Background: an optimization exercise with open tools, aiming at small area and a short achievable clock period. Do not read the settings as production practice.
RTL that was checked went through simulation tests only; none was proved equivalent to the original.
Function not checked in runs 1 to 3, 5 and 6: the RTL went through the layout flow alone.

===== flow/run.sh =====
#!/bin/bash
# Standard layout, but the port buffers use the smallest plain buffer.
set -e
export BUFFER_PORTS_ARGS="-buffer_cell sky130_fd_sc_hd__buf_1"
bash standard.sh > standard.log 2>&1

===== standard.sh =====
#!/bin/bash
# synth_recipe.tcl (not shown) runs the flow's synth.tcl, then flattens the netlist and writes it again
# the make line also repeats each setting of config.mk as NAME=value (left out here)
make -C /OpenROAD-flow-scripts/flow DESIGN_CONFIG=/design/flow/config.mk WORK_HOME=/design/flow/orfs CLKGATE_MAP_FILE= SYNTH_SCRIPT=/design/flow/synth_recipe.tcl "${@:-finish}"

===== config.mk =====
export PLATFORM = sky130hd
export DESIGN_NAME = mdu_ctrl
export DESIGN_NICKNAME = mdu_ctrl
export VERILOG_FILES = /design/flow/design.v
export SDC_FILE = /design/flow/constraint.sdc
export NUM_CORES = 4
export LEC_CHECK = 0
export ABC_AREA = 1
export CAP_MARGIN = 20
export CORE_MARGIN = 2
export CORE_UTILIZATION = 40
export GPL_TIMING_DRIVEN = 0
export SLEW_MARGIN = 70

===== constraint.sdc =====
create_clock -name core_clock -period 150.0 [get_ports {clk}]
set_input_delay 30.0000 -clock core_clock [delete_from_list [all_inputs] [get_ports {clk}]]
set_output_delay 30.0000 -clock core_clock [all_outputs]
set_load 0.01 [all_outputs]

===== design.v =====
package mdu_pkg;
    typedef enum logic [2:0] {
        OP_MULT  = 3'd0,
        OP_MULTU = 3'd1,
        OP_DIV   = 3'd2,
        OP_DIVU  = 3'd3,
        OP_MTHI  = 3'd4,
        OP_MTLO  = 3'd5,
        OP_NONE  = 3'd7
    } mdu_op_e;
    localparam int DEF_MULT_CYCLES = 5;
    localparam int DEF_DIV_CYCLES  = 10;
endpackage
module mdu_arith
#(
    parameter int LO   = 0,
    parameter int HI   = 35,
    parameter int MOFF = 0,
    parameter int DOFF = 3,
    parameter int TOP  = 35,    
    parameter int F    = 6,     
    parameter int BLK  = 7      
) (
    input  logic [HI:LO] x,
    input  logic [32:0]  m,
    input  logic         one,
    input  logic         two,
    input  logic         dv,
    input  logic         neg,
    output logic [HI:LO] s
);
    localparam int W  = HI - LO + 1;
    localparam int T  = HI - LO;                   
    localparam int NB = (T - F + BLK) / BLK;       
    logic [W-1:0] xv, yv, sv, gv, tv;
    logic [W:0]   c;
    logic [NB:0]  cb;                              
    function automatic logic mbit(input logic [32:0] v, input int i);
        if (i < 0)       mbit = 1'b0;
        else if (i > 32) mbit = v[32];
        else             mbit = v[i];
    endfunction
    assign xv = x;
    assign s  = sv;
    for (genvar f = LO; f <= HI; f++) begin : g_op
        assign yv[f-LO] = neg ^ ((one & mbit(m, f - MOFF)) | (two & mbit(m, f - MOFF - 1)) |
                                 (dv & mbit(m, f - DOFF)));
    end
    assign gv = xv & yv;
    assign tv = xv | yv;
    for (genvar b = 0; b < NB - 1; b++) begin : g_blk
        localparam int B0 = F + b * BLK;
        localparam int B1 = B0 + BLK - 1;
        logic gb, pb;
        always_comb begin
            gb = 1'b0;
            pb = 1'b1;
            for (int i = B0; i <= B1; i++) begin
                gb = gv[i] | (tv[i] & gb);
                pb = pb & tv[i];
            end
        end
        assign cb[b+1] = gb | (pb & cb[b]);
    end
    assign c[0] = neg;
    for (genvar i = 0; i < W; i++) begin : g_fa
        assign sv[i] = xv[i] ^ (yv[i] ^ c[i]);
        if (i + 1 >= F && i + 1 < F + NB * BLK && i + 1 <= T && ((i + 1 - F) % BLK) == 0) begin : g_cb
            if (i + 1 == F) begin : g_first
                assign cb[0] = (xv[i] & yv[i]) | (xv[i] & c[i]) | (yv[i] & c[i]);
            end
            assign c[i+1] = cb[(i + 1 - F) / BLK];
        end else begin : g_c
            assign c[i+1] = (xv[i] & yv[i]) | (xv[i] & c[i]) | (yv[i] & c[i]);
        end
    end
endmodule
module mdu_ctrl
(
    input  logic        clk,
    input  logic        reset,
    input  logic        start,
    input  logic [2:0]  op,
    input  logic        we,
    input  logic [31:0] in1,
    input  logic [31:0] in2,
    output logic        busy,
    output logic [31:0] hi,
    output logic [31:0] lo
);
    logic        busy_q;      
    logic        idle_q;      
    logic [3:0]  cnt_q;
    logic [31:0] hi_q, lo_q;
    logic        mul_q;       
    logic        sgn_q;       
    logic        sa_q;        
    logic        bp_q;        
    logic [31:0] a_q;         
    logic [36:0] x_q;         
    logic [31:0] d_q;         
    logic [32:0] m;
    logic        sb;
    logic        first, last;
    logic [35:0] x1, s1;      
    logic [36:2] x2, s2;      
    logic [38:1] x3, s3;      
    logic [40:0] x4, s4;      
    logic        one1, one2, one3, one4;
    logic        two1, two2, two3, two4;
    logic        dv1, dv2, dv3, dv4;
    logic        neg1, neg2, neg3, neg4;
    logic        g1, g2, g3, g4;    
    logic        accept;
    logic        commit;
    logic        div0;
    logic        nq, nr;
    logic [31:0] a_neg;
    logic [31:0] r_fix;
    logic [31:0] r_res;
    assign m     = {sgn_q & d_q[31], d_q};
    assign sb    = sgn_q & d_q[31];
    assign first = (cnt_q == 4'd0);
    assign last  = mul_q ? (cnt_q == 4'd4) : (cnt_q == 4'd9);
    function automatic logic [2:0] booth(input logic b2, input logic b1, input logic b0);
        booth = {b1 ^ b0, (b2 & ~b1 & ~b0) | (~b2 & b1 & b0), b2 & ~(b1 & b0)};
    endfunction
    assign x1 = {x_q[35:4], mul_q ? x_q[3:0] : a_q[31:28]};
    assign x2 = {s1[35], s1[35:2]};
    assign x3 = {{2{s2[36]}}, s2[36:2], s1[1]};
    assign x4 = {{2{s3[38]}}, s3[38:1], s1[0]};
    assign g1 = ~s1[35];
    assign g2 = ~s2[34];
    assign g3 = ~s3[33];
    assign g4 = ~s4[32];
    always_comb begin
        {one1, two1, dv1, neg1} = 4'b0000;
        {one2, two2, dv2, neg2} = 4'b0000;
        {one3, two3, dv3, neg3} = 4'b0000;
        {one4, two4, dv4, neg4} = 4'b0000;
        if (mul_q) begin
            if (last) begin
                one1 = ~sgn_q & bp_q;
            end else begin
                {one1, two1, neg1} = booth(a_q[1], a_q[0], bp_q);
                {one2, two2, neg2} = booth(a_q[3], a_q[2], a_q[1]);
                {one3, two3, neg3} = booth(a_q[5], a_q[4], a_q[3]);
                {one4, two4, neg4} = booth(a_q[7], a_q[6], a_q[5]);
            end
        end else begin
            if (last) begin
                one3 = x_q[36];
                neg3 = sb;
            end else begin
                dv1 = 1'b1; neg1 = ~x_q[36] ^ sb;
                dv2 = 1'b1; neg2 = g1 ^ sb;
                dv3 = 1'b1; neg3 = g2 ^ sb;
                dv4 = 1'b1; neg4 = g3 ^ sb;
            end
        end
    end
    mdu_arith #(.LO(0), .HI(35), .MOFF(0), .DOFF(3), .TOP(35)) u_s1 (.x(x1), .m(m), .one(one1), .two(two1), .dv(dv1), .neg(neg1), .s(s1));
    mdu_arith #(.LO(2), .HI(36), .MOFF(2), .DOFF(2), .TOP(34)) u_s2 (.x(x2), .m(m), .one(one2), .two(two2), .dv(dv2), .neg(neg2), .s(s2));
    mdu_arith #(.LO(1), .HI(38), .MOFF(4), .DOFF(1), .TOP(33)) u_s3 (.x(x3), .m(m), .one(one3), .two(two3), .dv(dv3), .neg(neg3), .s(s3));
    mdu_arith #(.LO(0), .HI(40), .MOFF(6), .DOFF(0), .TOP(32)) u_s4 (.x(x4), .m(m), .one(one4), .two(two4), .dv(dv4), .neg(neg4), .s(s4));
    function automatic logic [31:0] cneg(input logic [31:0] v, input logic n);
        logic t;
        t = 1'b0;
        for (int i = 0; i < 32; i++) begin
            cneg[i] = v[i] ^ t;
            t = t | (n & v[i]);
        end
    endfunction
    assign nq    = first ? (sgn_q & a_q[31]) : (!mul_q && (sa_q ^ sb));
    assign a_neg = cneg(a_q, nq);
    assign nr    = !mul_q && sa_q;
    assign r_fix = cneg(s4[35:4], nr);
    assign r_res = mul_q ? s4[31:0] : r_fix;
    assign accept = idle_q && start && (op[2] == 1'b0);
    assign div0   = !mul_q && (d_q == 32'd0);
    assign commit = !idle_q && last && !div0;
    always_ff @(posedge clk or posedge reset) begin
        if (reset) begin
            busy_q <= 1'b0;
            idle_q <= 1'b1;
            cnt_q  <= 4'd0;
            hi_q   <= 32'd0;
            lo_q   <= 32'd0;
        end else begin
            if (!idle_q) begin
                busy_q <= !last;
                idle_q <= last;
                cnt_q  <= cnt_q + 4'd1;
            end else begin
                busy_q <= accept;
                idle_q <= !accept;
                cnt_q  <= 4'd0;
            end
            if (commit) begin
                hi_q <= r_res;
                lo_q <= a_neg;
            end else if (idle_q && !start && we) begin
                if (op == mdu_pkg::OP_MTHI) hi_q <= in1;
                if (op == mdu_pkg::OP_MTLO) lo_q <= in1;
            end
        end
    end
    always_ff @(posedge clk) begin
        if (idle_q) begin
            mul_q <= !op[1];
            sgn_q <= !op[0];
            bp_q  <= 1'b0;
            a_q   <= in1;
            x_q   <= 37'd0;
            d_q   <= in2;
        end else if (mul_q) begin
            bp_q <= a_q[7];
            a_q  <= {s4[7:0], a_q[31:8]};
            x_q  <= {{4{s4[40]}}, s4[40:8]};
        end else if (first) begin
            sa_q <= sgn_q & a_q[31];
            a_q  <= a_neg;
        end else begin
            a_q  <= {a_q[27:0], g1, g2, g3, g4};
            x_q  <= {s4[32:0], 4'd0};
        end
    end
    assign busy = busy_q;
    assign hi   = hi_q;
    assign lo   = lo_q;
endmodule

==> results of run 1 <==
[final timing paths]
path / endpoint / slack [ps]
worst max-delay path: hi_q[30] / 117980
worst min-delay path: x_q[3] / 480
worst max register to register: hi_q[30] / 117980
worst min register to register: x_q[3] / 480
max in group asynchronous: lo_q[26] / 120050
min in group asynchronous: hi_q[11] / 29470
[metrics by stage]
step / worst slack, ps / cell area [µm²]
floorplan: 118230 / 17200
global placement: 117260 / 18400
detailed placement: 117790 / 18600
CTS: 118130 / 19200
global route: 115980 / 19300
finish: 117980 / 19300
[metal layers]
| metal | share of wire | up-vias |
|---|---|---|
| li1 | - | 7799 |
| met1 | 0.42 | 8141 |
| met2 | 0.46 | 741 |
| met3 | 0.077 | 153 |
| met4 | 0.041 | 0 |
| met5 | 0 | - |
[layout by cell type (no fill, tap or decap), drive strengths merged, types with 4 or more instances in the layout]
cell	synthesis	routed
clkbuf	63	84
buf	45	179
nand2	523	523
nand3	79	79
clkinv	30	37
nand4	22	22
edfxtp	36	36
a21oi	41	41
o211ai	65	65
nor2	105	105
a22oi	4	4
nor3	21	21
inv	323	328
ha	6	6
a31oi	36	36
or2	20	20
o22ai	71	71
o221ai	133	133
dfxtp	69	69
xor2	170	170
xnor2	27	27
fa	126	126
o21ai	126	126
dfrtp	69	69
[final cells by class]
type	instances	area [µm²]	area share
Timing Repair Buffer	137	547	0.0284
Clock buffer	18	429	0.0223
Buffer	108	599	0.0311
Multi-Input combinational cell	1602	11300	0.588
Sequential cell	175	4220	0.219
Tap cell	539	674	0.0350
Inverter	353	1330	0.0692
Clock inverter	14	134	0.00695
[worst register-to-register path: cells and delay by family (launching register included)]
kind	cells	cell delay, ps
xor gates and xnor gates	7	1440
and+or+nand+nor	60	6200
adders and majority gates	39	15230
DFF	1	540
buffers and inverters	28	5390
AOI/OAI and AO/OA	21	3180
[sequential cells by signal (all words and copies together), names as in the netlist]
signal / cells
x_q: 37
a_q: 32
d_q: 32
hi_q: 32
lo_q: 32
cnt_q: 4
bp_q: 1
busy_q: 1
idle_q: 1
mul_q: 1
sa_q: 1
sgn_q: 1
[cells by family after synthesis]
| kind of cell | count (synthesis) | synth area share |
|---|---|---|
| xor gates and xnor gates | 197 | 0.106 |
| and+or+nand+nor | 777 | 0.195 |
| DFF | 175 | 0.245 |
| adders and majority gates | 132 | 0.151 |
| AOI/OAI and AO/OA | 496 | 0.197 |
| buffers and inverters | 461 | 0.106 |
==> summary.md, run 1 <==
| Metric | Value |
|---|---|
| Min-delay src | `x_q[3]` |
| Worst Hold Depth | `2` |
| Post-DRT Antenna Nets | `0` |
| I/O pin cnt | `136` |
| GRT Residual Overflow | `0` |
| Worst r2r path cells | `155` |
| Detailed Place HPWL | `52900 µm` |
| Critical path class | `register to register` |
| Met1 Resource Use GR | `0.382` |
| Clock sinks | `~180` |
| Total Wirelength | `64400 µm` |
| Remaining DRCs | `0` |
| Largest net degree at the start of global routing | `40` |
| Starting Density | `0.407` |
| Status | `no timing/DRC/antenna violations` |
| Post-synth EDFFs | `36` |
| Min-Delay Path Class | `register to register` |
| Max Transition Viols Final | `0` |
| Hold-fix buffers, CTS | `0` |
| Setup violators final | `0` |
| First-pass DRT Iterations | `6` |
| Crit path max-delay cell type | `fa_1` |
| # Max-Cap Violations | `0` |
| GR Util met3 | `0.0558` |
| # diodes | `0` |
| Crit share post-route | `0.213` |
| Initial antenna violation count | `0` |
| CP peak stage delay | `670 ps` |
| Root buffer cell | `clkbuf_16` |
| Startpoint types | `register` |
| Syn Nets | `2441` |
| CTS tree | `built` |
| CP startpoint | `a_q[0]` |
| # nets final | `2597` |
| Top post-synthesis cells by area | `fa_1 (15%), nand2_1 (11%), dfrtp_1 (10%)` |
| Routed vias/inst | `5.71` |
| Clk Latency, worst-skew pair | `~500 ps` |
| GR Util met2 | `0.474` |
| Core outline area | `about 42000 µm²` |
| Yosys warnings | `5` |
| First-pass GRT wire length | `97800 µm` |
| Worst Path Arrival | `32460 ps` |
| Mean post-synth cell area | `7.68 µm²` |
| # port buffers | `135` |
| Most common cell in the netlist | `nand2_1` |
| Most Crowded Layer GR | `met2` |
| Routed via count | `16800` |
| Synth unique cells | `just over 60` |
| FILL cells | `4371` |
| DR WL/cell | `21.9 µm` |
| WP data required | `roughly 150000 ps` |
| Final Hold Violating Endpoints | `0` |
| Die ar. | `44700 µm²` |
| Std-Cell Rows | `75` |
| Crit end category | `register` |
| Post-synth top area share | `0.147` |
| Slew HR | `0.683` |
| Setup TNS Final | `0 ps` |
| Area grow syn2layout | `12.0%` |
| Tot GR Track Use | `0.293` |
| Die Wd | `211 µm` |
| Starting DRC count in detailed routing | `1618` |
| Post-Synthesis Cells | `2238` |
| CTS resizes | `0` |
| RSZ-0062 raised after global routing | `false` |
| Non-Filler Instances | `2946` |
| Cell Area, Synth | `17200 µm²` |
| Num CTS Buffers | `17` |
| CP Depth | `~160` |
| CP bufs+invs | `28` |
| CP most frequent cell | `fa_1` |
| Flip-flop and latch count after synthesis | `175` |
| Final hold slack | `475 ps` |
| Commonest cells in the synthesized netlist | `nand2_1 (507), inv_1 (315), xor2_1 (160)` |
| Die H | `211 µm` |
| Asr flop ratio synth | `0.400` |
| Routability cong. | `0.997` |
| Crit path max-delay family | `adder cells` |
| CP Max Fanout | `10` |
| # Post-CTS Setup Buffers | `0` |
| H-tree Lvls | `4` |
| Post-synth top area cell | `fa_1` |
| Util after Layout | `0.456` |
| CTS max path bufs | `2` |
| Clock transition at path regs | `around 80 ps` |
| Share of layout cells above drive strength 1 | `0.102` |
| Post-route clock skew | `16.6 ps` |
| Fmax | `31.2 MHz` |
| Worst Tran Pin Value | `473 ps` |
| Main synth FF type | `dfxtp_1` |
| Min cycle time layout | `between 30000 and 40000 ps` |
| Sequential-to-total area share from yosys stat | `0.245` |
| Post-placement cell count | `2914` |
| Worst flop-to-flop path startpoint | `a_q[0]` |
| Vias in the first global route | `16500` |
==> run 2, diff against run 1 <==
--- a/config.mk
+++ b/config.mk
@@ -7,7 +7,6 @@
 export LEC_CHECK = 0
 export ABC_AREA = 1
-export CAP_MARGIN = 20
+export CAP_MARGIN = 50
 export CORE_MARGIN = 2
 export CORE_UTILIZATION = 40
-export GPL_TIMING_DRIVEN = 0
 export SLEW_MARGIN = 70
==> run 2 against run 1 <==
Compared with the run above:
- still clean on timing, DRC and antenna
- synthesized cell count unchanged
- cell count is 2.6% lower
- fmax grew 2.4%
- sequential share of layout area grew 0.28 points
==> summary.md, run 2 <==
| Metric | Value |
|---|---|
| Status | `no timing/DRC/antenna violations` |
| Core outline area | `42200 µm² (unchanged)` |
| Final hold slack | `479 ps (+3.93 ps)` |
| Clock transition at path regs | `90 ps (about the same)` |
| Synth unique cells | `61 (unchanged)` |
| Post-Synthesis Cells | `2238 (unchanged)` |
| Commonest cells in the synthesized netlist | `nand2_1 (507), inv_1 (315), xor2_1 (160)` |
| Area grow syn2layout | `10.5%` |
| Share of layout cells above drive strength 1 | `0.0760 (-0.0258)` |
| Syn Nets | `2441 (unchanged)` |
| Multi-input combinational cell area | `11300 µm² (-0.25%)` |
| Num CTS Buffers | `17 (unchanged)` |
| Register area | `4220 µm² (unchanged)` |
| # Post-CTS Setup Buffers | `0 (unchanged)` |
| Die H | `211 µm (unchanged)` |
| Post-synth top area share | `0.147 (unchanged)` |
| Post-synth EDFFs | `36 (unchanged)` |
| Critical path class | `input port to register` |
| Routability cong. | `0.922 (-7.5%)` |
| Slew HR | `0.701 (+0.0184)` |
| Final Hold Violating Endpoints | `0 (unchanged)` |
| Post-DRT Antenna Nets | `0 (unchanged)` |
| Util after Layout | `0.450 (-0.00575)` |
| I/O pin cnt | `136 (unchanged)` |
| Worst Path Arrival | `31650 ps (-810 ps)` |
| First-pass GRT wire length | `91100 µm (-6.8%)` |
| Setup violators final | `0 (unchanged)` |
| Routed vias/inst | `5.76 (+0.77%)` |
| Total Wirelength | `58800 µm (-8.7%)` |
| CTS resizes | `0 (unchanged)` |
| Sequential-to-total area share from yosys stat | `0.245 (unchanged)` |
| Die ar. | `44700 µm² (unchanged)` |
| Max Transition Viols Final | `0 (unchanged)` |
| Root buffer cell | `clkbuf_16` |
| Clock sinks | `175 (unchanged)` |
| CTS max path bufs | `2 (unchanged)` |
| Cell Area, Synth | `17200 µm² (unchanged)` |
| Post-synth top area cell | `fa_1` |
| Tot GR Track Use | `0.269 (-0.0242)` |
| # Max-Cap Violations | `0 (unchanged)` |
| Most common cell after layout, fill and taps aside | `nand2_1` |
| First-pass DRT Iterations | `6 (unchanged)` |
| H-tree Lvls | `4 (unchanged)` |
| Remaining DRCs | `0 (unchanged)` |
| GRT Residual Overflow | `0 (unchanged)` |
| Asr flop ratio synth | `0.400 (unchanged)` |
| # port buffers | `135 (unchanged)` |
| Yosys warnings | `5 (unchanged)` |
| Vias in the first global route | `15600 (-5.3%)` |
| Largest net degree at the start of global routing | `68 (+70%)` |
| Min cycle time layout | `31270 ps (-746 ps)` |
| CP Max Fanout | `23 (+13)` |
| Std-Cell Rows | `75 (unchanged)` |
| Fmax | `32.0 MHz (+2.4%)` |
| Min-Delay Path Class | `register to register` |
| Setup TNS Final | `0 ps (unchanged)` |
| # nets final | `2519 (-3.0%)` |
| Crit end category | `register` |
| Routed via count | `16500 (-1.9%)` |
| Biggest register | `x_q` |
| Mean post-synth cell area | `7.68 µm² (unchanged)` |
| Max reg flops | `37 (unchanged)` |
| Post-route clock skew | `18.0 ps (+1.40 ps)` |
| Top post-synthesis cells by area | `fa_1 (15%), nand2_1 (11%), dfrtp_1 (10%)` |
| Worst Tran Pin Value | `444 ps (-29.3 ps)` |
| Hold-fix buffers, CTS | `0 (unchanged)` |
| Clk Latency, worst-skew pair | `510 ps (about the same)` |
| Detailed Place HPWL | `44500 µm (-16%)` |
| WP data required | `150380 ps (-60 ps)` |
| CTS tree | `built` |
| Most common cell in the netlist | `nand2_1` |
| Most frequent cells in the layout | `nand2_1 (503), inv_1 (308), xor2_1 (154)` |
| Initial antenna violation count | `1 (+1)` |
| Flip-flop and latch count after synthesis | `175 (unchanged)` |
| RSZ-0062 raised after global routing | `false` |
| Main synth FF type | `dfxtp_1` |
| Crit share post-route | `0.208 (-0.00497)` |
| FILL cells | `4291 (-1.8%)` |
| DR WL/cell | `20.5 µm (-6.3%)` |
| Die Wd | `211 µm (unchanged)` |
| Starting DRC count in detailed routing | `1835 (+13%)` |
| Starting Density | `0.407 (unchanged)` |
| Startpoint types | `input port` |
## run 2: kinds of logic (layout without fill, tap and decap cells)
group | after synthesis | in the layout | synth area share
other cells | 0 | 1 | 0
fa+ha+maj | 132 | 132 | 0.151
compound gates | 496 | 496 | 0.197
simple gates | 777 | 777 | 0.195
flops | 175 | 175 | 0.245
buf+inv | 461 | 552 | 0.106
xor+xnor | 197 | 197 | 0.106
## run 2: routing by layer
layer,up-vias,GRT usage,part of all wire
met5,-,0,0
met4,0,0.110,0.035
met3,94,0.0478,0.079
met2,760,0.411,0.45
met1,8035,0.375,0.44
li1,7632,-,-
## run 2: layout make-up
cell class                      instances  share of cell area
Multi-Input combinational cell       1602               0.594
Sequential cell                       175               0.222
Inverter                              353              0.0702
Timing Repair Buffer                  167              0.0473
Tap cell                              539              0.0355
Clock buffer                           17              0.0224
Clock inverter                         15             0.00875
Antenna cell                            1            0.000132
## run 2: path summary, 6_finish.rpt
check / cells past startpoint / end / slack [ps] / startpoint
max in group asynchronous: 4 / hi_q[27] / 120010 / reset
min reg2reg: 2 / x_q[3] / 480 / x_q[3]
max reg2reg: 145 / hi_q[26] / 120870 / mul_q
min: 2 / x_q[3] / 480 / x_q[3]
max: 10 / hi_q[27] / 118730 / start
min in group asynchronous: 3 / hi_q[13] / 29490 / reset
## run 2: critical path, cell delays in order
cell and delay (ps):
buf_1 80, nor2_1 110, nand2_1 70, nor3_2 230, nand2_4 240, inv_1 330, nor2_4 130, buf_4 240
nand2_1 100, o211ai_1 90
## run 2: through the flow
step / instances / cell area [µm²] / worst slack (ps)
3_3_place_gp: 2829 / 18100 / 117420
2_1_floorplan: 2238 / 17200 / 118230
6_report: 2869 / 19000 / 118730
4_1_cts: 2863 / 18800 / 118520
3_5_place_dp: 2831 / 18300 / 117990
5_1_grt: 2868 / 19000 / 118600
==> run 3, diff against run 2 <==
--- a/config.mk
+++ b/config.mk
@@ -7,6 +7,6 @@
 export LEC_CHECK = 0
 export ABC_AREA = 1
-export CAP_MARGIN = 50
+export CAP_MARGIN = 20
 export CORE_MARGIN = 2
-export CORE_UTILIZATION = 40
+export CORE_UTILIZATION = 60
 export SLEW_MARGIN = 70
==> run 3 against run 2 <==
Compared with the run above:
- cell count decreased by 5.8%
- final area is 0.75% lower
- sequential cell count unchanged
- critical endpoint is now lo_q[5]
==> summary.md, run 3 <==
| Metric | Value |
|---|---|
| CTS tree | `built` |
| Synth unique cells | `61 (unchanged)` |
| Min cycle time layout | `31440 ps (+164 ps)` |
| Critical path class | `input port to register` |
| Crit share post-route | `0.210 (+0.00109)` |
| Main synth FF type | `dfxtp_1` |
| First-pass DRT Iterations | `6 (unchanged)` |
| Slew HR | `0.707 (+0.00605)` |
| Multi-input combinational cell area | `11400 µm² (+0.61%)` |
| WP data required | `150310 ps (-70 ps)` |
| Post-route clock skew | `18.1 ps (+0.0842 ps)` |
| Area grow syn2layout | `9.71%` |
| Starting DRC count in detailed routing | `2263 (+23%)` |
| Std-Cell Rows | `61 (-19%)` |
| Post-synth top area cell | `fa_1` |
| GR Util met3 | `0.0750 (+0.0272)` |
| Status | `no timing/DRC/antenna violations` |
| Max Transition Viols Final | `0 (unchanged)` |
| Die ar. | `30000 µm² (-33%)` |
| Mean post-synth cell area | `7.68 µm² (unchanged)` |
| Final Hold Violating Endpoints | `0 (unchanged)` |
| # Post-CTS Setup Buffers | `0 (unchanged)` |
| Hold-fix buffers, CTS | `0 (unchanged)` |
| Sequential-to-total area share from yosys stat | `0.245 (unchanged)` |
| Biggest register | `x_q` |
| CP cell instances | `buf_1 -> nor2_1 -> nand2_1 -> nor3_1 -> nand2_1 -> buf_4 -> inv_1 -> nor2_4 -> buf_4 -> buf_4 -> o21ai_0` |
| Asr flop ratio synth | `0.400 (unchanged)` |
| Fmax | `31.8 MHz (-0.52%)` |
| Setup violators final | `0 (unchanged)` |
| CTS max path bufs | `2 (unchanged)` |
| GR Util met2 | `0.592 (+0.181)` |
| Clock sinks | `175 (unchanged)` |
| Crit path max-delay family | `buffers and inverters` |
| Most frequent cells in the layout | `nand2_1 (500), inv_1 (307), xor2_1 (151)` |
| First-pass GRT wire length | `90700 µm (-0.48%)` |
| Starting Density | `0.614 (+0.207)` |
| Most common cell after layout, fill and taps aside | `nand2_1` |
| Clk Latency, worst-skew pair | `470 ps (-40 ps)` |
| Register area | `4220 µm² (unchanged)` |
| Remaining DRCs | `0 (unchanged)` |
| Flip-flop and latch count after synthesis | `175 (unchanged)` |
| Routed vias/inst | `6.31 (+9.5%)` |
| I/O pin cnt | `136 (unchanged)` |
| Core outline area | `28000 µm² (-34%)` |
| Clock transition at path regs | `80 ps (about the same)` |
| # Max-Cap Violations | `0 (unchanged)` |
| CP bufs+invs | `5 (+2)` |
| Largest net degree at the start of global routing | `68 (unchanged)` |
| Detailed Place HPWL | `43900 µm (-1.4%)` |
| Setup TNS Final | `0 ps (unchanged)` |
| H-tree Lvls | `4 (unchanged)` |
| Max reg flops | `37 (unchanged)` |
| # diodes | `0 (-1)` |
| Die H | `173 µm (-18%)` |
| Post-Synthesis Cells | `2238 (unchanged)` |
| Crit end category | `register` |
| Dpl cell area | `18100 µm² (-0.73%)` |
| Dpl ws | `118120 ps (+134 ps)` |
| CP peak stage delay | `300 ps (-30 ps)` |
| Min-Delay Path Class | `register to register` |
| Syn Nets | `2441 (unchanged)` |
| Die Wd | `173 µm (-18%)` |
| Final Worst Setup Slack | `118570 ps (-164 ps)` |
| # nets final | `2516 (-0.12%)` |
| Root buffer cell | `clkbuf_16` |
| Most common cell in the netlist | `nand2_1` |
| Vias in the first global route | `16200 (+3.4%)` |
| Met1 Resource Use GR | `0.541 (+0.166)` |
| Post-DRT Antenna Nets | `0 (unchanged)` |
| Post-synth top area share | `0.147 (unchanged)` |
| CP Max Fanout | `26 (+13%)` |
| GRT Residual Overflow | `0 (unchanged)` |
| Commonest cells in the synthesized netlist | `nand2_1 (507), inv_1 (315), xor2_1 (160)` |
| CP most frequent cell | `buf_4` |
| Worst Tran Pin Value | `440 ps (-4.38 ps)` |
| Final hold slack | `473 ps (-5.94 ps)` |
| FILL cells | `2496 (-42%)` |
| Routability cong. | `0.977 (+6.0%)` |
| Cell Area, Synth | `17200 µm² (unchanged)` |
| Num CTS Buffers | `17 (unchanged)` |
| Total Wirelength | `58200 µm (-0.98%)` |
| Routed via count | `17100 (+3.2%)` |
| Fin area | `18900 µm² (-0.75%)` |
| Tot GR Track Use | `0.387 (+0.119)` |
| CTS resizes | `0 (unchanged)` |
| Crit path max-delay cell type | `buf_4` |
| DR WL/cell | `21.5 µm (+5.1%)` |
| Share of layout cells above drive strength 1 | `0.0795 (+0.00354)` |
| Startpoint types | `input port` |
| Worst Path Arrival | `31750 ps (+100 ps)` |
| Post-synth EDFFs | `36 (unchanged)` |
| # port buffers | `135 (unchanged)` |
| RSZ-0062 raised after global routing | `false` |
| Non-Filler Instances | `2704 (-5.8%)` |
| Initial antenna violation count | `2 (+1)` |
| Most Crowded Layer GR | `met2` |
| Yosys warnings | `5 (unchanged)` |
| Post-placement cell count | `2668 (-5.8%)` |
| Top post-synthesis cells by area | `fa_1 (15%), nand2_1 (11%), dfrtp_1 (10%)` |
## run 3: worst min-delay path: cells and delay by family (launching register included)
| family | cells | cell delay (ps) |
|---|---|---|
| and+or+nand+nor | 1 | 60 |
| DFF | 1 | 320 |
| AOI/OAI and AO/OA | 1 | 50 |
## run 3: worst paths after layout
| kind | from | endpoint | slack, ps | cells past startpoint |
|---|---|---|---|---|
| setup / recovery | start | lo_q[5] | 118570 | 11 |
| hold / removal | x_q[3] | x_q[3] | 470 | 2 |
| setup reg to reg | cnt_q[0] | hi_q[30] | 120320 | 146 |
| hold reg to reg | x_q[3] | x_q[3] | 470 | 2 |
| max in group asynchronous | reset | idle_q | 119900 | 4 |
| min in group asynchronous | reset | lo_q[18] | 29530 | 3 |
## run 3: logic make-up after synthesis
kind of cell / after synthesis / synth area share
AO/OA/AOI/OAI: 496 / 0.197
XOR/XNOR: 197 / 0.106
adder cells (fa/ha/maj): 132 / 0.151
buffers and inverters: 461 / 0.106
flip-flops: 175 / 0.245
AND/OR/NAND/NOR: 777 / 0.195
## run 3: final cells by class
| type | instances | share of cell area |
|---|---|---|
| Clock inverter | 14 | 0.00889 |
| Multi-Input combinational cell | 1602 | 0.602 |
| Sequential cell | 175 | 0.224 |
| Tap cell | 378 | 0.0251 |
| Clock buffer | 18 | 0.0227 |
| Timing Repair Buffer | 164 | 0.0469 |
| Inverter | 353 | 0.0708 |
## run 3: metal layers
| layer | up-vias | wire [µm] |
|---|---|---|
| met3 | 170 | 6440 |
| met5 | - | 28 |
| met2 | 1131 | 26000 |
| li1 | 7628 | - |
| met4 | 4 | 2220 |
| met1 | 8123 | 23500 |
## run 3: metrics by stage
stage	util
global route	0.674
detailed placement	0.647
global placement	0.637
floorplan	-
finish	0.674
CTS	0.668
==> run 4, diff against run 3 <==
--- a/design.v
+++ b/design.v
@@ -175,6 +175,6 @@
     assign a_neg = cneg(a_q, nq);
     assign nr    = !mul_q && sa_q;
-    assign r_fix = cneg(s4[35:4], nr);
-    assign r_res = mul_q ? s4[31:0] : r_fix;
+    assign r_fix = cneg(s3[35:4], nr);
+    assign r_res = mul_q ? {s3[31:1], s1[0]} : r_fix;
     assign accept = idle_q && start && (op[2] == 1'b0);
     assign div0   = !mul_q && (d_q == 32'd0);
--- a/config.mk
+++ b/config.mk
@@ -9,4 +9,4 @@
 export CAP_MARGIN = 20
 export CORE_MARGIN = 2
-export CORE_UTILIZATION = 60
+export CORE_UTILIZATION = 40
 export SLEW_MARGIN = 70
==> run 4 against run 3 <==
Compared with the run above:
- critical path depth shrank 1
- first-iteration DRC count shrank 21%
- fmax shrank 0.86%
- sequential share of layout area shrank 0.39 points
- setup slack lost 270 ps
- critical endpoint is now hi_q[30]
- routed wire length grew 4.0%
- global-route usage shrank 11 points
- synthesized cell count grew 0.13%
==> summary.md, run 4 <==
| Metric | Value |
|---|---|
| Min-Delay Path Class | `register to register` |
| Multi-input combinational cell area | `11500 µm² (+1.1%)` |
| Worst flop-to-flop path startpoint | `mul_q` |
| Post-Synthesis Cells | `2241 (+0.13%)` |
| Register area | `4220 µm² (unchanged)` |
| Crit path max-delay family | `simple AND/OR/NAND/NOR gates` |
| Fmax | `31.5 MHz (-0.86%)` |
| CP startpoint | `start` |
| Std-Cell Rows | `76 (+25%)` |
| Worst Path Arrival | `32090 ps (+340 ps)` |
| Sequential-to-total area share from yosys stat | `0.243 (-0.00219)` |
| Flip-flop and latch count after synthesis | `175 (unchanged)` |
| Area grow syn2layout | `10.6%` |
| Main synth FF type | `dfxtp_1` |
| First-pass DRT Iterations | `6 (unchanged)` |
| Yosys warnings | `5 (unchanged)` |
| Final Hold Violating Endpoints | `0 (unchanged)` |
| Setup TNS Final | `0 ps (unchanged)` |
| Clock sinks | `175 (unchanged)` |
| Clock transition at path regs | `70 ps (about the same)` |
| Mean post-synth cell area | `7.74 µm² (+0.77%)` |
| Total Wirelength | `60600 µm (+4.0%)` |
| H-tree Lvls | `4 (unchanged)` |
| I/O pin cnt | `136 (unchanged)` |
| Starting Density | `0.404 (-0.210)` |
| Post-route clock skew | `14.5 ps (-3.65 ps)` |
| CP cell instances | `buf_1 -> nor2_1 -> nand2_1 -> nor3_1 -> nand2_1 -> nand2_2 -> buf_4 -> inv_1 -> nor2_1 -> a21oi_2` |
| # diodes | `0 (unchanged)` |
| Top post-synthesis cells by area | `fa_1 (15%), nand2_1 (10%), dfrtp_1 (9.9%)` |
| Post-DRT Antenna Nets | `0 (unchanged)` |
| CP Max Fanout | `30 (+15%)` |
| First-pass GRT wire length | `93000 µm (+2.6%)` |
| Startpoint types | `input port` |
| Synth unique cells | `68 (+11%)` |
| Status | `no timing/DRC/antenna violations` |
| FILL cells | `4377 (+75%)` |
| Num CTS Buffers | `17 (unchanged)` |
| Post-synth top area cell | `fa_1` |
| Setup violators final | `0 (unchanged)` |
| Crit end category | `register` |
| Commonest cells in the synthesized netlist | `nand2_1 (463), inv_1 (293), xor2_1 (162)` |
| CP peak stage delay | `420 ps (+120 ps)` |
| # nets final | `2521 (+0.20%)` |
| WP data required | `150380 ps (+70 ps)` |
| Die ar. | `45100 µm² (+50%)` |
| Asr flop ratio synth | `0.400 (unchanged)` |
| Hold-fix buffers, CTS | `0 (unchanged)` |
| CP Depth | `10 (-1)` |
| Share of layout cells above drive strength 1 | `0.0837 (+0.00412)` |
| Biggest register | `x_q` |
| Min cycle time layout | `31710 ps (+273 ps)` |
| Util after Layout | `0.447 (-0.227)` |
| Die H | `212 µm (+22%)` |
| CTS max path bufs | `2 (unchanged)` |
| Slew HR | `0.687 (-0.0202)` |
| Root buffer cell | `clkbuf_16` |
| Remaining DRCs | `0 (unchanged)` |
| Critical path class | `input port to register` |
| # Post-CTS Setup Buffers | `0 (unchanged)` |
| CTS resizes | `0 (unchanged)` |
| CP bufs+invs | `3 (-2)` |
| RSZ-0062 raised after global routing | `false` |
| Detailed Place HPWL | `47100 µm (+7.2%)` |
| Routed via count | `16500 (-3.0%)` |
| Initial antenna violation count | `1 (-1)` |
| # port buffers | `135 (unchanged)` |
| Core outline area | `43000 µm² (+53%)` |
| CP Capture Point | `hi_q[30]` |
| Final hold slack | `485 ps (+11.5 ps)` |
| Setup slack, reg-to-reg | `121690 ps (+1370 ps)` |
| Die Wd | `212 µm (+22%)` |
| Fin area | `19200 µm² (+1.8%)` |
| Clk Latency, worst-skew pair | `500 ps (+30 ps)` |
| GRT Residual Overflow | `0 (unchanged)` |
| Dpl cell area | `18500 µm² (+2.1%)` |
| Crit share post-route | `0.211 (+0.00182)` |
| Crit path max-delay cell type | `nand2_2` |
| Vias in the first global route | `15900 (-1.5%)` |
| # Max-Cap Violations | `0 (unchanged)` |
| CTS tree | `built` |
| Routed vias/inst | `5.67 (-10%)` |
| RR Endpoint | `x_q[36]` |
| Starting DRC count in detailed routing | `1796 (-21%)` |
| Most frequent cells in the layout | `nand2_1 (461), inv_1 (287), xor2_1 (159)` |
| Largest net degree at the start of global routing | `75 (+10%)` |
| DR WL/cell | `20.8 µm (-3.5%)` |
| Worst Tran Pin Value | `467 ps (+27.2 ps)` |
| Post-synth EDFFs | `36 (unchanged)` |
| Max reg flops | `37 (unchanged)` |
| Post-synth top area share | `0.145 (-0.00131)` |
| Most common cell after layout, fill and taps aside | `nand2_1` |
| Most common cell in the netlist | `nand2_1` |
| Syn Nets | `2444 (+0.12%)` |
| Tot GR Track Use | `0.274 (-0.114)` |
| Cell Area, Synth | `17400 µm² (+0.90%)` |
| Max Transition Viols Final | `0 (unchanged)` |
| Worst r2r path cells | `130 (-11%)` |
| Routability cong. | `0.949 (-2.9%)` |
[run 4: changes by cell type after synthesis, moves of 21 or more]
cell and delta:
o21ai_0 -25, a21oi_1 +38, o211ai_1 -26, nand2_1 -44
inv_1 -22, nor2_1 +40, xnor2_1 +21
[run 4: worst min-delay path by stage]
stage,slack (ps),end,depth (start not counted),from
CTS,480,x_q[3],1,x_q[3]
detailed placement,460,x_q[3],1,x_q[3]
global placement,450,x_q[3],1,x_q[3]
floorplan,440,x_q[3],1,x_q[3]
global route,510,x_q[0],2,x_q[0]
finish,480,x_q[3],1,x_q[3]
[run 4: cell type report]
class,count,share of cell area
repair buffers,170,0.0480
inverters,333,0.0660
clock buffers,18,0.0224
flip-flops and latches,175,0.220
well taps,585,0.0381
multi-input cells,1621,0.598
clock inverters,14,0.00762
[run 4: layer usage]
metal / vias up / share of wire / global-route usage
met1: 8014 / 0.43 / 0.373
met3: 114 / 0.082 / 0.0526
li1: 7649 / - / -
met2: 765 / 0.45 / 0.425
met4: 2 / 0.040 / 0.115
met5: - / 0.00021 / 0
[run 4: cells by family after synthesis]
kind of cell,synth area share
and+or+nand+nor,0.198
AOI/OAI and AO/OA,0.193
buffers and inverters,0.103
xor gates and xnor gates,0.113
DFF,0.243
adders and majority gates,0.150
[run 4: through the flow]
step	std cells	setup slack, ps
4_1_cts	2911	118360
3_5_place_dp	2879	117830
2_1_floorplan	2241	118230
5_1_grt	2916	118110
6_report	2916	118290
3_3_place_gp	2874	117610
==> run 5, diff against run 4 <==
--- a/design.v
+++ b/design.v
@@ -175,6 +175,6 @@
     assign a_neg = cneg(a_q, nq);
     assign nr    = !mul_q && sa_q;
-    assign r_fix = cneg(s3[35:4], nr);
-    assign r_res = mul_q ? {s3[31:1], s1[0]} : r_fix;
+    assign r_fix = cneg(s4[35:4], nr);
+    assign r_res = mul_q ? s4[31:0] : r_fix;
     assign accept = idle_q && start && (op[2] == 1'b0);
     assign div0   = !mul_q && (d_q == 32'd0);
==> flow/run.sh (replaced) <==
#!/bin/bash
# Standard layout with two changes: the port buffers use the smallest plain
# buffer, and ABC's area script maps with &nf and leaves buffering to the
# placer. The ORFS scripts folder is mirrored with links, and only
# abc_area.script is replaced.
set -e
mkdir -p scripts
for f in "$FLOW_HOME"/scripts/*; do ln -sf "$f" scripts/; done
rm -f scripts/abc_area.script
cp flow/abc_area.script scripts/abc_area.script
export BUFFER_PORTS_ARGS="-buffer_cell sky130_fd_sc_hd__buf_1"
bash standard.sh SCRIPTS_DIR="$PWD/scripts" finish > standard.log 2>&1
==> flow/abc_area.script (new file) <==
strash
&get -n
&dch
&nf -R 20
&put
topo
stime -c
upsize -c
dnsize -c
==> run 5 against run 4 <==
Compared with the run above:
- routed wire length decreased by 8.0%
- cell count decreased by 15%
- final area decreased by 4.1%
- critical path depth increased by 116
- hold slack got worse by 9.1 ps
- clock skew increased by 6.2 ps
- setup slack got worse by 290 ps
==> summary.md, run 5 <==
| Metric | Value |
|---|---|
| Critical path class | `register to register` |
| Die ar. | `41000 µm² (-9.0%)` |
| Post-DRT Antenna Nets | `0 (unchanged)` |
| Sequential-to-total area share from yosys stat | `0.267 (+0.0245)` |
| Remaining DRCs | `0 (unchanged)` |
| CTS tree | `built` |
| Starting DRC count in detailed routing | `1674 (-6.8%)` |
| Commonest cells in the synthesized netlist | `nand2_1 (253), fa_1 (126), xnor2_1 (123)` |
| CTS max path bufs | `2 (unchanged)` |
| Startpoint types | `register` |
| CP Max Fanout | `62 (+110%)` |
| Flip-flop and latch count after synthesis | `175 (unchanged)` |
| Util after Layout | `0.475 (+0.0285)` |
| Std-Cell Rows | `72 (-5.3%)` |
| Mean post-synth cell area | `9.15 µm² (+18%)` |
| DR WL/cell | `22.5 µm (+8.4%)` |
| Clk Latency, worst-skew pair | `460 ps (-40 ps)` |
| Status | `no timing/DRC/antenna violations` |
| Slew HR | `0.702 (+0.0148)` |
| Clock transition at path regs | `80 ps (about the same)` |
| Post-placement cell count | `2431 (-16%)` |
| Worst Path Arrival | `32320 ps (+230 ps)` |
| Vias in the first global route | `14600 (-8.6%)` |
| Fin area | `18400 µm² (-4.1%)` |
| # port buffers | `135 (unchanged)` |
| RSZ-0062 raised after global routing | `false` |
| Min cycle time layout | `32000 ps (+291 ps)` |
| Core outline area | `38700 µm² (-9.9%)` |
| Routability cong. | `0.906 (-4.5%)` |
| Crit end category | `register` |
| Starting Density | `0.407 (+0.00318)` |
| Num CTS Buffers | `17 (unchanged)` |
| # Max-Cap Violations | `0 (unchanged)` |
| # diodes | `0 (unchanged)` |
| WP data required | `150320 ps (-60 ps)` |
| Post-synth top area cell | `fa_1` |
| Main synth FF type | `dfxtp_1` |
| Min-Delay Path Class | `register to register` |
| Yosys warnings | `5 (unchanged)` |
| CP most frequent cell | `fa_1` |
| Share of layout cells above drive strength 1 | `0.0828 (-0.000875)` |
| Routed via count | `15100 (-8.8%)` |
| Fmax | `31.3 MHz (-0.91%)` |
| Max Transition Viols Final | `0 (unchanged)` |
| Most common cell after layout, fill and taps aside | `nand2_1` |
| I/O pin cnt | `136 (unchanged)` |
| H-tree Lvls | `4 (unchanged)` |
| Crit share post-route | `0.213 (+0.00194)` |
| Post-synth EDFFs | `36 (unchanged)` |
| Worst Tran Pin Value | `443 ps (-23.8 ps)` |
| Most frequent cells in the layout | `nand2_1 (250), buf_1 (136), fa_1 (126)` |
| Tot GR Track Use | `0.274 (+0.000807)` |
| GRT Residual Overflow | `0 (unchanged)` |
| Synth unique cells | `74 (+8.8%)` |
| Detailed Place HPWL | `42400 µm (-9.8%)` |
| Setup violators final | `0 (unchanged)` |
| Most common cell in the netlist | `nand2_1` |
| Cell Area, Synth | `15800 µm² (-9.2%)` |
| Biggest register | `x_q` |
| Max reg flops | `37 (unchanged)` |
| Crit path max-delay cell type | `fa_1` |
| Asr flop ratio synth | `0.400 (unchanged)` |
| Final Hold Violating Endpoints | `0 (unchanged)` |
| # Post-CTS Setup Buffers | `0 (unchanged)` |
| Die H | `203 µm (-4.6%)` |
| Total Wirelength | `55700 µm (-8.0%)` |
| First-pass DRT Iterations | `10 (+4)` |
| Top post-synthesis cells by area | `fa_1 (16%), dfrtp_1 (11%), dfxtp_1 (8.8%)` |
| FILL cells | `3789 (-13%)` |
| CP peak stage delay | `680 ps (+260 ps)` |
| Post-synth top area share | `0.160 (+0.0147)` |
| Post-Synthesis Cells | `1723 (-23%)` |
| Dpl cell area | `17700 µm² (-4.5%)` |
| Die Wd | `203 µm (-4.6%)` |
| First-pass GRT wire length | `87300 µm (-6.1%)` |
| Root buffer cell | `clkbuf_16` |
| Setup TNS Final | `0 ps (unchanged)` |
| CTS resizes | `0 (unchanged)` |
| Post-route clock skew | `20.7 ps (+6.24 ps)` |
| Non-Filler Instances | `2475 (-15%)` |
| Largest net degree at the start of global routing | `63 (-16%)` |
| Clock sinks | `175 (unchanged)` |
| # nets final | `2147 (-15%)` |
| Hold-fix buffers, CTS | `0 (unchanged)` |
| Routed vias/inst | `6.09 (+7.4%)` |
| Initial antenna violation count | `0 (-1)` |
| Syn Nets | `1926 (-21%)` |
| Area grow syn2layout | `16.8%` |
[run 5: changes by cell type in the layout (fill, tap and decap cells not counted), sizes merged, moves of 50 or more]
cell	delta
inv	-303
nand2	-226
a22oi	+94
xnor2	+78
nand3	-77
clkinv	+71
o221ai	-70
xor2	-61
o22ai	-59
a221oi	+50
[run 5: final timing paths]
| kind | from | end | slack, ps | depth (start not counted) |
|---|---|---|---|---|
| max in group asynchronous | reset | hi_q[27] | 119880 | 5 |
| worst max register to register | mul_q | hi_q[31] | 118000 | 126 |
| worst max-delay path | mul_q | hi_q[31] | 118000 | 126 |
| min in group asynchronous | reset | lo_q[5] | 29490 | 3 |
| worst min register to register | x_q[3] | x_q[3] | 480 | 2 |
| worst min-delay path | x_q[3] | x_q[3] | 480 | 2 |
[run 5: worst max-delay path, delay by kind of cell, from the launching register on]
family	cells	cell delay (ps)
compound gates	49	8560
xor+xnor	8	1430
fa+ha+maj	43	16560
buf+inv	14	2740
flops	1	340
mux	1	330
simple gates	11	1730
[run 5: area by class of cell]
class / count / area [µm²] / share of cell area
multi-input cells: 1444 / 11400 / 0.621
flip-flops and latches: 175 / 4220 / 0.229
repair buffers: 202 / 1150 / 0.0624
well taps: 518 / 648 / 0.0352
clock buffers: 20 / 437 / 0.0237
inverters: 104 / 418 / 0.0227
clock inverters: 12 / 113 / 0.00612
[run 5: metrics by stage]
step	setup WS [ps]	hold WS, ps
after detailed placement	118210	459
after global placement	117630	445
final	118000	476
after CTS	118120	474
after floorplan	117310	434
after global routing	115970	505
[run 5: kinds of logic (layout without fill, tap and decap cells)]
group | after synthesis | in the layout | synth area share
AO/OA/AOI/OAI | 583 | 583 | 0.264
XOR/XNOR | 233 | 233 | 0.133
adder cells (fa/ha/maj) | 143 | 143 | 0.172
buffers and inverters | 104 | 338 | 0.0264
flip-flops | 175 | 175 | 0.267
multiplexers | 7 | 7 | 0.00468
AND/OR/NAND/NOR | 478 | 478 | 0.132
[run 5: metal layers]
metal,routed length [µm],track usage
met1,24600,0.392
met2,24900,0.425
met3,4670,0.0494
met4,1550,0.0803
met5,0,0
==> run 6, diff against run 5 <==
==> flow/abc_area.script (replaced) <==
strash
dch
map -B 0.9
topo
stime -c
upsize -c
dnsize -c
==> run 6 against run 5 <==
Compared with the run above:
- global-route usage is 0.058 points higher
- routed wire length is 6.1% higher
- register-to-register slack better by 2000 ps
- utilization is 1.3 points lower
- critical path type is now input port to register
==> summary.md, run 6 <==
| Metric | Value |
|---|---|
| Largest net degree at the start of global routing | `66 (+4.8%)` |
| Min-delay src | `x_q[3]` |
| # Max-Cap Violations | `0 (unchanged)` |
| Die H | `208 µm (+2.6%)` |
| Clock transition at path regs | `80 ps (about the same)` |
| CP Max Fanout | `34 (-45%)` |
| Post-route clock skew | `22.6 ps (+1.91 ps)` |
| Post-synth EDFFs | `36 (unchanged)` |
| Die ar. | `43200 µm² (+5.3%)` |
| # nets final | `2515 (+17%)` |
| First-pass DRT Iterations | `6 (-4)` |
| Setup violators final | `0 (unchanged)` |
| Asr flop ratio synth | `0.400 (unchanged)` |
| Total Wirelength | `59100 µm (+6.1%)` |
| CP startpoint | `start` |
| Top post-synthesis cells by area | `fa_1 (15%), nand2_1 (12%), dfrtp_1 (10%)` |
| RSZ-0062 raised after global routing | `false` |
| Min cycle time layout | `31420 ps (-584 ps)` |
| H-tree Lvls | `4 (unchanged)` |
| Worst Tran Pin Value | `448 ps (+5.03 ps)` |
| Yosys warnings | `5 (unchanged)` |
| Clock sinks | `175 (unchanged)` |
| Cell Area, Synth | `16600 µm² (+5.5%)` |
| Min-Delay Path Class | `register to register` |
| CP bufs+invs | `3 (-11)` |
| Slew HR | `0.698 (-0.00339)` |
| Num CTS Buffers | `17 (unchanged)` |
| Starting Density | `0.406 (-0.000744)` |
| # diodes | `0 (unchanged)` |
| CTS resizes | `0 (unchanged)` |
| CP most frequent cell | `nand2_1` |
| Crit path max-delay cell type | `buf_4` |
| Post-DRT Antenna Nets | `0 (unchanged)` |
| Most common cell after layout, fill and taps aside | `nand2_1` |
| Die Wd | `208 µm (+2.6%)` |
| Fin area | `18900 µm² (+2.7%)` |
| Max reg flops | `37 (unchanged)` |
| Clk Latency, worst-skew pair | `510 ps (+50 ps)` |
| Core outline area | `40900 µm² (+5.6%)` |
| Routed via count | `16600 (+9.8%)` |
| Mean post-synth cell area | `7.80 µm² (-15%)` |
| Sequential-to-total area share from yosys stat | `0.254 (-0.0138)` |
| Worst flop-to-flop path startpoint | `mul_q` |
| Flip-flop and latch count after synthesis | `175 (unchanged)` |
| Initial antenna violation count | `0 (unchanged)` |
| First-pass GRT wire length | `92100 µm (+5.6%)` |
| DR WL/cell | `20.7 µm (-8.1%)` |
| Post-synth top area cell | `fa_1` |
| Post-Synthesis Cells | `2130 (+24%)` |
| Synth unique cells | `58 (-22%)` |
| Crit end category | `register` |
| Setup slack, reg-to-reg | `119960 ps (+1960 ps)` |
| Hold-fix buffers, CTS | `0 (unchanged)` |
| Std-Cell Rows | `74 (+2.8%)` |
| CTS tree | `built` |
| Area grow syn2layout | `13.8%` |
| FILL cells | `4119 (+8.7%)` |
| Root buffer cell | `clkbuf_16` |
| Crit path max-delay family | `simple AND/OR/NAND/NOR gates` |
| Max Transition Viols Final | `0 (unchanged)` |
| Critical path class | `input port to register` |
| GRT Residual Overflow | `0 (unchanged)` |
| CTS max path bufs | `2 (unchanged)` |
| Setup TNS Final | `0 ps (unchanged)` |
| Detailed Place HPWL | `44800 µm (+5.5%)` |
| Crit share post-route | `0.209 (-0.00389)` |
| Vias in the first global route | `16000 (+10%)` |
| # port buffers | `135 (unchanged)` |
| Final hold slack | `469 ps (-6.68 ps)` |
| Starting DRC count in detailed routing | `1841 (+10%)` |
| # Post-CTS Setup Buffers | `0 (unchanged)` |
| Most common cell in the netlist | `nand2_1` |
| Commonest cells in the synthesized netlist | `nand2_1 (511), clkinv_1 (344), xor2_1 (164)` |
| Worst Path Arrival | `31820 ps (-500 ps)` |
| CP peak stage delay | `430 ps (-250 ps)` |
| Final Hold Violating Endpoints | `0 (unchanged)` |
| Fmax | `31.8 MHz (+1.9%)` |
| Syn Nets | `2333 (+21%)` |
| WP data required | `150410 ps (+90 ps)` |
| Startpoint types | `input port` |
| Post-synth top area share | `0.152 (-0.00827)` |
| I/O pin cnt | `136 (unchanged)` |
| Biggest register | `x_q` |
| Status | `no timing/DRC/antenna violations` |
| Share of layout cells above drive strength 1 | `0.0624 (-0.0204)` |
| Dpl cell area | `18200 µm² (+3.2%)` |
| Remaining DRCs | `0 (unchanged)` |
| Main synth FF type | `dfxtp_1` |
| Tot GR Track Use | `0.275 (+0.000578)` |
| CP cell instances | `buf_1 -> nor2_1 -> nand2_1 -> nor3_1 -> nand2_4 -> clkinv_1 -> nor2_2 -> buf_4 -> nand2_1 -> o211ai_1` |
| Routed vias/inst | `5.80 (-4.9%)` |
| Most frequent cells in the layout | `nand2_1 (508), clkinv_1 (337), xor2_1 (158)` |
| Routability cong. | `0.941 (+3.8%)` |
==> run 6: cell count changes after synthesis, moves of 37 or more <==
cell      previous run  this run
nand2_1            253       511
o22ai_1             25        71
a21oi_1            103        39
a22oi_1             97         4
nand3_1              9        78
clkinv_1           103       344
o221ai_1            50       133
xnor2_1            123        26
o211ai_1            27        64
xor2_1             105       164
a221oi_1            51         1
==> run 6: path summary, 6_finish.rpt <==
path,cells after the start,to
worst min register to register,2,x_q[3]
worst min-delay path,2,x_q[3]
max in group asynchronous,4,idle_q
worst max-delay path,10,hi_q[28]
min in group asynchronous,3,hi_q[9]
worst max register to register,141,hi_q[22]
==> run 6: worst register-to-register path: cells and delay by family (launching register included) <==
kind,cells,cell delay (ps)
fa+ha+maj,39,15190
flops,1,350
compound gates,25,4160
simple gates,52,5700
xor+xnor,6,1370
buf+inv,19,3100
==> run 6: logic make-up (layout without fill, tap and decap cells) <==
kind of cell	after synthesis	count (layout)	synth area share
simple gates	777	777	0.196
compound gates	496	496	0.204
buf+inv	353	548	0.0817
xor+xnor	197	197	0.108
flops	175	175	0.254
fa+ha+maj	132	132	0.156
==> run 6: layout make-up <==
| cell class | count | area, µm² | area share |
|---|---|---|---|
| multi-input cells | 1602 | 11200 | 0.592 |
| flip-flops and latches | 175 | 4220 | 0.223 |
| inverters | 353 | 1380 | 0.0731 |
| repair buffers | 163 | 842 | 0.0445 |
| well taps | 532 | 666 | 0.0352 |
| clock buffers | 18 | 439 | 0.0232 |
| clock inverters | 14 | 171 | 0.00906 |
==> run 6: routing by layer <==
metal / vias to the layer above / GRT usage / part of all wire
met5: - / 0 / 0
met4: 0 / 0.120 / 0.041
met3: 120 / 0.0552 / 0.080
met2: 757 / 0.414 / 0.43
met1: 8014 / 0.383 / 0.45
li1: 7668 / - / -
==> run 6: stage by stage <==
stage,instances,util,setup slack [ps]
finish,2857,0.462,118590
global route,2857,0.462,118200
CTS,2857,0.460,118620
detailed placement,2825,0.446,118080
global placement,2816,0.439,117450
floorplan,2130,-,117660
==> run 7, diff against run 6 <==
--- a/design.v
+++ b/design.v
@@ -175,6 +175,6 @@
     assign a_neg = cneg(a_q, nq);
     assign nr    = !mul_q && sa_q;
-    assign r_fix = cneg(s4[35:4], nr);
-    assign r_res = mul_q ? s4[31:0] : r_fix;
+    assign r_fix = cneg(s3[35:4], nr);
+    assign r_res = mul_q ? {s3[31:1], s1[0]} : r_fix;
     assign accept = idle_q && start && (op[2] == 1'b0);
     assign div0   = !mul_q && (d_q == 32'd0);
==> flow/abc_area.script (replaced) <==
strash
&get -n
&dch
&nf -R 20
&put
topo
stime -c
upsize -c
dnsize -c
--- a/config.mk
+++ b/config.mk
@@ -10,3 +10,5 @@
 export CORE_MARGIN = 2
 export CORE_UTILIZATION = 40
+export CTS_CLUSTER_DIAMETER = 300
+export CTS_CLUSTER_SIZE = 60
 export SLEW_MARGIN = 70
==> run 7 against run 6 <==
Compared with the run above:
- global-route usage increased by 0.30 points
- hold slack got worse by 10 ps
- sequential share of layout area up 0.34 points
- utilization grew 1.0 points
- final area is 1.5% lower
- area after synthesis shrank 4.4%
- routed wire length fell by 3.9%
- largest cell class unchanged
- non-clock buffer count is 46 higher
- setup slack better by 370 ps
==> summary.md, run 7 <==
| Metric | Value |
|---|---|
| Status | `no timing/DRC/antenna violations` |
| CTS tree | `built` |
| CP Max Fanout | `1 (-97%)` |
| Final Hold Violating Endpoints | `0 (unchanged)` |
| # port buffers | `135 (unchanged)` |
| Crit path max-delay cell type | `dfrtp_1` |
| Biggest register | `x_q` |
| Synth unique cells | `73 (+26%)` |
| Routed vias/inst | `6.22 (+7.3%)` |
| Post-synth top area cell | `fa_1` |
| Core outline area | `39500 µm² (-3.6%)` |
| Max reg flops | `37 (unchanged)` |
| Yosys warnings | `5 (unchanged)` |
| Startpoint types | `register` |
| CP bufs+invs | `1 (-2)` |
| RR Endpoint | `x_q[32]` |
| Asr flop ratio synth | `0.400 (unchanged)` |
| Setup slack, reg-to-reg | `119180 ps (-780 ps)` |
| Post-synthesis mux area share | `0.00740 (+0.00740)` |
| Crit share post-route | `0.207 (-0.00248)` |
| Min-Delay Path Class | `register to register` |
| Util after Layout | `0.472 (+0.0101)` |
| DR WL/cell | `22.6 µm (+9.5%)` |
| Setup TNS Final | `0 ps (unchanged)` |
| Root buffer cell | `clkbuf_16` |
| WP data required | `120000 ps (-30410 ps)` |
| Clk Latency, worst-skew pair | `480 ps (-30 ps)` |
| Routability cong. | `0.921 (-2.1%)` |
| Largest net degree at the start of global routing | `81 (+23%)` |
| Share of layout cells above drive strength 1 | `0.0832 (+0.0209)` |
| First-pass DRT Iterations | `8 (+2)` |
| Vias in the first global route | `15000 (-6.1%)` |
| Max Transition Viols Final | `0 (unchanged)` |
| Std-Cell Rows | `73 (-1.4%)` |
| Xor/xnor cell area share of the yosys netlist | `0.130 (+0.0219)` |
| Num CTS Buffers | `17 (unchanged)` |
| GRT Residual Overflow | `0 (unchanged)` |
| Worst r2r path cells | `118 (-16%)` |
| Initial antenna violation count | `0 (unchanged)` |
| # diodes | `0 (unchanged)` |
| H-tree Lvls | `4 (unchanged)` |
| Most frequent cells in the layout | `nand2_1 (234), buf_1 (135), clkinv_1 (130)` |
| Largest family of logic cells by synthesized area | `compound AO/OA/AOI/OAI gates` |
| Sequential-to-total area share from yosys stat | `0.265 (+0.0117)` |
| Crit end category | `output port` |
| Min cycle time layout | `31040 ps (-372 ps)` |
| Total Wirelength | `56800 µm (-3.9%)` |
| Remaining DRCs | `0 (unchanged)` |
| I/O pin cnt | `136 (unchanged)` |
| Flip-flop and latch count after synthesis | `175 (unchanged)` |
| Detailed Place HPWL | `43200 µm (-3.5%)` |
| Clock sinks | `175 (unchanged)` |
| Slew HR | `0.684 (-0.0146)` |
| CP Capture Point | `busy` |
| RSZ-0062 raised after global routing | `false` |
| Most common cell in the netlist | `nand2_1` |
| Clock transition at path regs | `80 ps (about the same)` |
| CP startpoint | `busy_q` |
| Starting DRC count in detailed routing | `1665 (-9.6%)` |
| Post-route clock skew | `18.5 ps (-4.11 ps)` |
| Cell Area, Synth | `15900 µm² (-4.4%)` |
| # nets final | `2172 (-14%)` |
| Die H | `203 µm (-2.2%)` |
| CP peak stage delay | `380 ps (-50 ps)` |
| Top post-synthesis cells by area | `fa_1 (16%), dfrtp_1 (11%), dfxtp_1 (8.7%)` |
| Die ar. | `41300 µm² (-4.3%)` |
| Synth Area in Compound Gates | `0.285 (+0.0811)` |
| Post-synth top area share | `0.159 (+0.00699)` |
| Synth Area in Adders | `0.169 (+0.0124)` |
| Starting Density | `0.403 (-0.00345)` |
| CP cell instances | `buf_1` |
| Main synth FF type | `dfxtp_1` |
| Commonest cells in the synthesized netlist | `nand2_1 (236), clkinv_1 (132), a21oi_1 (127)` |
| Critical path class | `register to output port` |
| # Post-CTS Setup Buffers | `0 (unchanged)` |
| Setup violators final | `0 (unchanged)` |
| CP Depth | `1 (-9)` |
| CTS max path bufs | `2 (unchanged)` |
| Hold-fix buffers, CTS | `0 (unchanged)` |
| Synth Area in Simple Gates | `0.110 (-0.0858)` |
| # Max-Cap Violations | `0 (unchanged)` |
| Worst Tran Pin Value | `472 ps (+23.7 ps)` |
| Area grow syn2layout | `17.3%` |
| Most common cell after layout, fill and taps aside | `nand2_1` |
| Post-Synthesis Cells | `1741 (-18%)` |
| Syn Nets | `1944 (-17%)` |
| Mean post-synth cell area | `9.13 µm² (+17%)` |
| Post-synth EDFFs | `36 (unchanged)` |
| Worst Path Arrival | `1040 ps (-30780 ps)` |
| Post-DRT Antenna Nets | `0 (unchanged)` |
| Fmax | `32.2 MHz (+1.2%)` |
| Die Wd | `203 µm (-2.2%)` |
| CTS resizes | `0 (unchanged)` |
| Crit path max-delay family | `flip-flops` |
| Routed via count | `15600 (-5.9%)` |
| First-pass GRT wire length | `88800 µm (-3.6%)` |
| Worst flop-to-flop path startpoint | `mul_q` |
| Tot GR Track Use | `0.278 (+0.00302)` |
run 7: cell count changes in the layout (fill, tap and decap cells not counted), moves of 41 or more:
cell	change
a21oi_1	+84
a222oi_1	+41
a22oi_1	+116
clkinv_1	-207
nand2_1	-274
nand3_1	-72
o211ai_1	-59
o221ai_1	-90
o22ai_1	-44
xnor2_1	+92
xor2_1	-57
run 7: final cells by class:
class | count | area (µm²)
Clock inverter | 14 | 149
Timing Repair Buffer | 209 | 1220
Clock buffer | 18 | 429
Sequential cell | 175 | 4220
Tap cell | 525 | 657
Inverter | 133 | 527
Fill cell | 3824 | 20800
Multi-Input combinational cell | 1433 | 11400
run 7: worst register-to-register path, delay by kind of cell, from the launching register on:
kind / cells / cell delay [ps]
fa+ha+maj: 45 / 17210
compound gates: 49 / 8320
buf+inv: 12 / 2270
mux: 1 / 360
flops: 1 / 360
simple gates: 4 / 510
xor+xnor: 7 / 1670
run 7: worst min path at each step:
stage	from	endpoint	slack, ps	depth (start not counted)
5_1_grt	x_q[2]	x_q[2]	490	2
6_report	x_q[2]	x_q[2]	460	2
4_1_cts	x_q[2]	x_q[2]	460	2
2_1_floorplan	x_q[0]	x_q[0]	420	2
3_5_place_dp	x_q[2]	x_q[2]	440	2
3_3_place_gp	x_q[1]	x_q[1]	440	2
run 7: cell families (layout without fill, tap and decap cells):
family	count (synthesis)	count (layout)
simple gates	411	411
fa+ha+maj	140	140
xor+xnor	233	233
mux	11	11
compound gates	638	638
buf+inv	133	374
flops	175	175
run 7: per-stage QoR:
stage / hold WS [ps] / area, µm² / setup WS [ps] / instances
after floorplan: 425 / 15900 / 117210 / 1741
after global placement: 436 / 17300 / 118010 / 2429
after detailed placement: 444 / 17900 / 118500 / 2463
after CTS: 461 / 18400 / 118950 / 2495
after global routing: 490 / 18600 / 117640 / 2507
final: 459 / 18600 / 118960 / 2507
run 7: per-layer routing:
| layer | vias to the layer above | routed length [µm] | track usage |
|---|---|---|---|
| met2 | 733 | 25800 | 0.429 |
| li1 | 6972 | - | - |
| met5 | - | 0 | 0 |
| met1 | 7781 | 24700 | 0.391 |
| met3 | 100 | 4480 | 0.0404 |
| met4 | 0 | 1830 | 0.114 |

afterwards: timing with drivers on the ports:
In the flow no input, the clock included, has a driving cell. The finished layouts below were timed again as built, in two steps. Step 1: set_driving_cell puts a clkbuf_16 on clk and a buf_2 on each other input, an assumption about the parent block. Step 2 times the ports against the registers' clock, not the clock port: input delays grow and output delays shrink by t, the midpoint of the rising clock arrivals with the driver on. Three values: no drivers, after step 1, after step 2; two values: the first two.
| run | shift t [ns] | slack for setup (ns) | hold WS [ns] | worst data-port slew with drivers (ns) | pins driven straight from the clock port |
|---|---|---|---|---|---|
| run 1 | 0.552 | 117.983 / 117.983 / 117.874 | 0.475 / 0.475 / 0.475 | 0.04 | 1 |
| run 2 | 0.555 | 118.729 / 118.763 / 118.208 | 0.479 / 0.479 / 0.479 | 0.05 | 1 |
| run 3 | 0.514 | 118.565 / 118.591 / 118.078 | 0.473 / 0.473 / 0.473 | 0.05 | 1 |
| run 4 | 0.548 | 118.292 / 118.326 / 117.778 | 0.485 / 0.485 / 0.485 | 0.05 | 1 |
| run 5 | 0.509 | 118.001 / 118.001 / 118.001 | 0.476 / 0.476 / 0.476 | 0.06 | 1 |
| run 6 | 0.550 | 118.585 / 118.619 / 118.069 | 0.469 / 0.469 / 0.469 | 0.05 | 1 |
| run 7 | 0.528 | 118.957 / 118.900 / 118.543 | 0.459 / 0.459 / 0.459 | 0.05 | 1 |
After both steps every run listed still meets setup and hold. For run 2, which loses most, drivers alone change the setup slack by +0.034 ns; drivers and shift together by -0.521 ns.
